This design comes from an exercise in tuning for small area, a short achievable clock period and few clock cycles per item on the open sky130 flow, not from production work.
RTL that was checked went through simulation tests only; none was proved equivalent to the original.
Power figures rest on the tool's default switching activity, not on a simulated workload.

run 1:
## segment_address_translation_core
module segment_address_translation_core (
    input  logic                         i_clk,
    input  logic                         i_rst_n,
    input  logic                         i_cfg_valid,
    output logic                         o_cfg_ready,
    input  logic [sat_pkg::DATA_W-1:0]   i_cfg_data,
    input  logic                         i_valid,
    output logic                         o_ready,
    input  logic                         i_action,
    input  logic [sat_pkg::DATA_W-1:0]   i_logical_address,
    input  logic [sat_pkg::DATA_W-1:0]   i_byte_count,
    input  logic [sat_pkg::SLOT_W-1:0]   i_entry_slot,
    input  logic [sat_pkg::ID_W-1:0]     i_entry_id,
    input  logic [sat_pkg::DATA_W-1:0]   i_entry_base,
    input  logic [sat_pkg::DATA_W-1:0]   i_entry_size,
    input  logic                         i_entry_valid,
    output logic                         o_valid,
    input  logic                         i_ready,
    output logic [sat_pkg::DATA_W-1:0]   o_physical_address,
    output logic                         o_fault,
    output logic [sat_pkg::DATA_W-1:0]   o_segment_number,
    output logic [sat_pkg::DATA_W-1:0]   o_offset
);
    localparam logic [16:0] RP = sat_pkg::DIV_REGPOS;
    localparam logic [16:0] CP = sat_pkg::DIV_COPYPOS;
    logic        adv;
    logic        in_fire;
    logic        div_busy;
  ...
Size: roughly 4000 cells after synthesis, about 150 I/O pins, ~64000 sq um of cells after synthesis.
clock: 5.0 ns
lec_check: 0
cap_margin: 20
core_margin: 2
core_utilization: 55
cts_buf_list: sky130_fd_sc_hd__clkbuf_8 sky130_fd_sc_hd__clkbuf_16
cts_cluster_diameter: 90
cts_cluster_size: 28
setup_slack_margin: 2.1
slew_margin: 20
run.sh (not shown) runs the stock make flow with config.mk's settings and CLKGATE_MAP_FILE= SYNTH_SCRIPT=/design/flow/synth_recipe.tcl, a recipe that flattens the netlist after the stock synthesis.
Testbench counts of run 1, summed over its fixed seeds: cycles 4,936, items 4,800.
--- input diff run 1..run 2 ---
# run 1
export LEC_CHECK = 0
export CAP_MARGIN = 20
export CORE_MARGIN = 2
export CORE_UTILIZATION = 55
export CTS_BUF_LIST = sky130_fd_sc_hd__clkbuf_8 sky130_fd_sc_hd__clkbuf_16
export CTS_CLUSTER_DIAMETER = 90
export CTS_CLUSTER_SIZE = 28
export SETUP_SLACK_MARGIN = 2.1
export SLEW_MARGIN = 20
create_clock -name core_clock -period 5.0 [get_ports {i_clk}]
# run 2
export LEC_CHECK = 0
export CAP_MARGIN = 20
export CORE_MARGIN = 2
export CORE_UTILIZATION = 55
export CTS_BUF_LIST = sky130_fd_sc_hd__clkbuf_8 sky130_fd_sc_hd__clkbuf_16
export CTS_CLUSTER_DIAMETER = 80
export CTS_CLUSTER_SIZE = 24
export SETUP_SLACK_MARGIN = 2.4
export SLEW_MARGIN = 20
create_clock -name core_clock -period 5.0 [get_ports {i_clk}]
Findings:
Against run 1, run 2 reports a final area that is higher.
[compare] base=run 1 new=run 2: global-route wire length before repair up 3.6 mm; average vias per placed instance has increased; post-route total power now larger; wire length rose about 2.7%.
The flow did not stop early for run 2: all stages ran, and the layout cleared the timing, DRC and antenna checks.
Run 1 closes out successfully: all stages finished, all timing, DRC and antenna checks passed.
Width of the chip delta (run 1 -> run 2): insignificant
Changes in run 3 relative to run 2:
# run 2
export LEC_CHECK = 0
export CAP_MARGIN = 20
export CORE_MARGIN = 2
export CORE_UTILIZATION = 55
export CTS_BUF_LIST = sky130_fd_sc_hd__clkbuf_8 sky130_fd_sc_hd__clkbuf_16
export CTS_CLUSTER_DIAMETER = 80
export CTS_CLUSTER_SIZE = 24
export SETUP_SLACK_MARGIN = 2.4
export SLEW_MARGIN = 20
create_clock -name core_clock -period 5.0 [get_ports {i_clk}]
# run 3
export LEC_CHECK = 0
export CAP_MARGIN = 20
export CORE_MARGIN = 2
export CORE_UTILIZATION = 65
export CTS_BUF_LIST = sky130_fd_sc_hd__clkbuf_8 sky130_fd_sc_hd__clkbuf_16
export CTS_CLUSTER_DIAMETER = 80
export CTS_CLUSTER_SIZE = 24
export SETUP_SLACK_MARGIN = 2.2
export SLEW_MARGIN = 20
create_clock -name core_clock -period 5.0 [get_ports {i_clk}]
Run 3 ended with every stage complete and zero timing, DRC or antenna violations. Worst slew slack as a fraction of its limit: lower on run 3. Lower final standard cell utilization of the core among run 3 and run 2: run 2. Switching power as a share of total power in run 3 vs run 2: down 0.25 points.

Setup of run A:
segment_address_translation_core, a different RTL version from the one above (not shown whole).
Size: ~4,200 cells after synthesis, about 1,600 flip-flops, roughly 66,000 um^2 of cells after synthesis.
export LEC_CHECK = 0
export CAP_MARGIN = 20
export CORE_MARGIN = 2
export CORE_UTILIZATION = 40
export CTS_BUF_LIST = sky130_fd_sc_hd__clkbuf_8
export SETUP_SLACK_MARGIN = 2.3
export SLEW_MARGIN = 20
create_clock -name core_clock -period 5.0 [get_ports {i_clk}]
Testbench counts of run A, summed over its fixed seeds: cycles 4,928, items 4,800.
What run B does differently from run A at the input level:
Settings: SETUP_SLACK_MARGIN: 2.3 -> 1.9; CORE_UTILIZATION: 40 -> 55; CTS_BUF_LIST: sky130_fd_sc_hd__clkbuf_8 -> sky130_fd_sc_hd__clkbuf_4 sky130_fd_sc_hd__clkbuf_8; ABC_AREA: unset -> 1.
Run B vs run A, origin of the worst setup path: f_sel[0] vs f_sel[8]
Final cell count in run B is 136 higher than in run A
Net count after synthesis, run B vs run A: up by more than 10%
Run B against run A; non-clock buffer count is down by more than a quarter.
When the final numbers for run A and run B were put side by side, the share of power burned in combinational logic turned out to be greater in run A.
Run B finished every stage and its layout cleared the timing, DRC and antenna checks.
Run A has completed all stages; timing, DRC and antenna checks passed.
Setup changes, run B to run C
Settings: a deleted ABC_AREA that had been 1.
Notes after the runs:
Setup slack was higher in the run labelled run C. Area growth from synthesis to layout ends up lower on run C. Against run B, the final cell area of run C is lower.

segment_address_translation_core with an RTL version that a note above also has.
For scale: ~1,600 flip-flops, about 150 I/O pins, roughly 64,000 µm² of cells after synthesis.
make LEC_CHECK=0 CAP_MARGIN=20 CORE_MARGIN=2 CORE_UTILIZATION=55 CTS_BUF_LIST='sky130_fd_sc_hd__clkbuf_8 sky130_fd_sc_hd__clkbuf_16' CTS_CLUSTER_DIAMETER=80 CTS_CLUSTER_SIZE=24 SETUP_SLACK_MARGIN=2.2 SLEW_MARGIN=20 finish   # period 5.0 ns
Testbench counts at the start, summed over its fixed seeds: cycles 4,936, items 4,800.
Then changed:
Settings changed: CTS_BUF_LIST sky130_fd_sc_hd__clkbuf_8 sky130_fd_sc_hd__clkbuf_16 to sky130_fd_sc_hd__clkbuf_4 sky130_fd_sc_hd__clkbuf_8, CTS_CLUSTER_DIAMETER 80 to default, CTS_CLUSTER_SIZE 24 to default, SETUP_SLACK_MARGIN 2.2 to 1.9.
Wire length stays flat.
Cell count went up by a few percent.
Clock skew climbs by 0.026 ns.
First-iteration DRC count grows by a few percent.
Die area stays the same.
Sequential power barely changes.
Cell area grows by a few percent.
Via count increases by a few percent.
Synthesized area stays the same.
Global-route usage grows by 0.32 points.
Setup slack gets worse by 0.096 ns.
Then changed:
Settings changed: SETUP_SLACK_MARGIN 1.9 to 2.2.
Non-clock buffer count climbs by 61.
Via count climbs by 0.74%.
Power climbs by about 1.3%.
Register-to-register slack improved by 0.08 ns.
Final cell count climbs by 1.0%.
Routed wire length climbs by about 2.4%.
Clock power barely changes.
Setup slack improved by 0.082 ns.
Critical path depth drops by 2.
Then changed:
Settings changed: CTS_BUF_LIST sky130_fd_sc_hd__clkbuf_4 sky130_fd_sc_hd__clkbuf_8 to sky130_fd_sc_hd__clkbuf_8 sky130_fd_sc_hd__clkbuf_16, CTS_CLUSTER_DIAMETER from default to 80, CTS_CLUSTER_SIZE from default to 24, PLACE_DENSITY from default to 0.75.
Cell count came out lower by a few percent.
Worst setup slack gets worse by 0.014 ns.
Clock-buffer cell count fell by 312.
Design area went down by a few percent.
Sequential share of layout area goes up by 2.6 points.
Routed wire length falls by a little under a tenth.
Global-route usage falls by 2.2 points.
Worst hold slack is better by 0.027 ns.
Die area does not change.
Core utilization fell by 2.5 points.
Clock power went down by well over a third.

segment_address_translation_core, a different RTL version from the one above (not shown whole).
Size: roughly 3600 cells after synthesis, about 1200 flip-flops, about 0.051 sq mm of cells after synthesis.
==> flow/config.mk <==
export PLATFORM = sky130hd
export DESIGN_NAME = segment_address_translation_core
export DESIGN_NICKNAME = segment_address_translation_core
export VERILOG_FILES = /design/flow/design.v
export SDC_FILE = /design/flow/constraint.sdc
export NUM_CORES = 4
export LEC_CHECK = 0
export ABC_CLOCK_PERIOD_IN_PS = 1200
export CAP_MARGIN = 20
export CORE_MARGIN = 2
export CORE_UTILIZATION = 40
export SETUP_SLACK_MARGIN = 2.0
export SLEW_MARGIN = 20
==> flow/constraint.sdc <==
create_clock -name core_clock -period 5.0 [get_ports {i_clk}]
set_input_delay 1.0000 -clock core_clock [delete_from_list [all_inputs] [get_ports {i_clk}]]
set_output_delay 1.0000 -clock core_clock [all_outputs]
set_load 0.01 [all_outputs]
Then changed:
Settings changed: ABC_CLOCK_PERIOD_IN_PS 1200 to 2000, SETUP_SLACK_MARGIN 2.0 to 1.5.
The changed run finished clean. Final area is about the same. Setup slack improved by 0.053 ns. Fmax rose by 1.1%. Sequential power hardly moves. Final cell count barely changes. Clock power fell by 3.5%. Total power fell by 1.5%. Routed wire length fell by 0.90%. Count of clock-buffer cells in the layout fell by 5. First-iteration DRC count fell by 8.2%.
No functional check of the RTL was part of any run of this note.

segment_address_translation_core, a different RTL version from the one above (not shown whole).
For scale: about 1600 flip-flops, about 150 I/O pins, about 64000 µm² of cells after synthesis.
Settings: LEC_CHECK=0, CAP_MARGIN=20, CORE_MARGIN=2, CORE_UTILIZATION=55, CTS_BUF_LIST=sky130_fd_sc_hd__clkbuf_8 sky130_fd_sc_hd__clkbuf_16, CTS_CLUSTER_DIAMETER=80, CTS_CLUSTER_SIZE=24, GPL_ROUTABILITY_DRIVEN=0, SETUP_SLACK_MARGIN=2.2, SLEW_MARGIN=20; clock period 5.0 ns.
Testbench counts at the start, summed over its fixed seeds: cycles 4,936, items 4,800.
Rerun with:
Settings changed: GPL_ROUTABILITY_DRIVEN 0 to unset.
The new run finished with timing, DRC and antenna clean.
Core utilization is unchanged.
Die area is unchanged.
Hold slack does not change.
First-iteration DRC count does not change.
Worst setup slack does not change.
Total power does not change.
Global-route usage stays the same.
Synthesized area does not change.
Register-to-register slack is about the same.
Rerun with:
Settings changed: CELL_PAD_IN_SITES_DETAIL_PLACEMENT set to 0, CELL_PAD_IN_SITES_GLOBAL_PLACEMENT set to 0.
Via count stays the same.
Clock power barely changes.
Clock skew is unchanged.
Worst setup slack stays the same.
Final area does not change.
Rerun with:
Settings changed: CELL_PAD_IN_SITES_DETAIL_PLACEMENT 0 to unset, CELL_PAD_IN_SITES_GLOBAL_PLACEMENT 0 to unset, SETUP_SLACK_MARGIN 2.2 to 2.6.
Wire length climbs by 5.0%.
Die area stays the same.
Combinational power grows by 24%.
First-iteration DRC count grows by 11%.
Via count grows by 3.7%.
Clock-buffer cell count does not change.
Clock skew barely changes.
Hold slack got worse by 0.0082 ns.
Final cell count increases by 3.5%.
Critical path depth is unchanged.
Total power rises by 3.6%.
Rerun with:
Settings changed: CTS_CLUSTER_DIAMETER 80 to 90, CTS_CLUSTER_SIZE 24 to 28, SETUP_SLACK_MARGIN 2.6 to 2.2.
=>
- first-iteration DRC count went down by 9.8%
- synthesized area is unchanged
- final cell count decreases by 3.8%
Rerun with:
Settings changed: CTS_CLUSTER_DIAMETER 90 to 80, CTS_CLUSTER_SIZE 28 to 24, SETUP_SLACK_MARGIN 2.2 to 2.3.
Sequential power is about the same.
Synthesized cell count is unchanged.
Die area does not change.

==> afterwards: timing with drivers on the ports <==
No port has a modelled driver above. Below, the same layouts with a new extraction and two added sets of constraints.
Step 1 (the two cells are an assumption about what drives the block):
set clk [get_ports {i_clk}]
set_driving_cell -lib_cell sky130_fd_sc_hd__clkbuf_16 $clk
set_driving_cell -lib_cell sky130_fd_sc_hd__buf_2 [delete_from_list [all_inputs] $clk]
Step 2 also shifts input and output timing later by t, the mid clock arrival at the registers, as if the neighbouring blocks saw the same clock.
Slacks: ideal / step 1 / step 2; pairs: ideal / step 1.
run	t, ns	slack for setup (ns)	clock arrival spread, ns	slew at the worst register clock pin (ns)
run 1	0.741	1.987 / 1.987 / 1.407	0.029 / 0.030	0.11 / 0.11
run 2	0.746	1.995 / 1.995 / 1.388	0.037 / 0.036	0.10 / 0.10
run 3	0.742	2.028 / 2.028 / 1.359	0.035 / 0.034	0.10 / 0.10
run A	1.037	1.791 / 1.791 / 1.411	0.124 / 0.124	0.07 / 0.07
run B	1.023	1.282 / 1.282 / 1.042	0.078 / 0.078	0.07 / 0.07
run C	0.995	1.833 / 1.833 / 0.946	0.058 / 0.058	0.06 / 0.06
the first run of note 3	0.740	2.039 / 2.039 / 1.387	0.039 / 0.038	0.10 / 0.10
the second run of note 3	1.012	1.943 / 1.943 / 1.051	0.063 / 0.064	0.06 / 0.06
the third run of note 3	1.004	2.025 / 2.025 / 1.114	0.065 / 0.065	0.06 / 0.06
the fourth run of note 3	0.747	2.011 / 2.011 / 1.309	0.053 / 0.054	0.10 / 0.10
the first run of note 4	0.821	0.286 / 0.286 / 0.286	0.055 / 0.055	0.07 / 0.07
the second run of note 4	0.817	0.338 / 0.338 / 0.338	0.034 / 0.034	0.06 / 0.06
the first run of note 5	0.754	2.256 / 2.253 / 1.551	0.037 / 0.037	0.10 / 0.10
the second run of note 5	0.754	2.256 / 2.253 / 1.551	0.037 / 0.037	0.10 / 0.10
the third run of note 5	0.754	2.256 / 2.253 / 1.551	0.037 / 0.037	0.10 / 0.10
the fourth run of note 5	0.756	2.307 / 2.339 / 1.596	0.039 / 0.039	0.10 / 0.10
the fifth run of note 5	0.739	2.181 / 2.181 / 1.547	0.040 / 0.040	0.11 / 0.11
the sixth run of note 5	0.756	2.300 / 2.310 / 1.589	0.036 / 0.036	0.10 / 0.10
After both steps setup and hold are still met in every run listed. For the third run of note 3, which loses most, drivers alone change the setup slack by 0.000 ns; drivers and shift together by -0.911 ns.
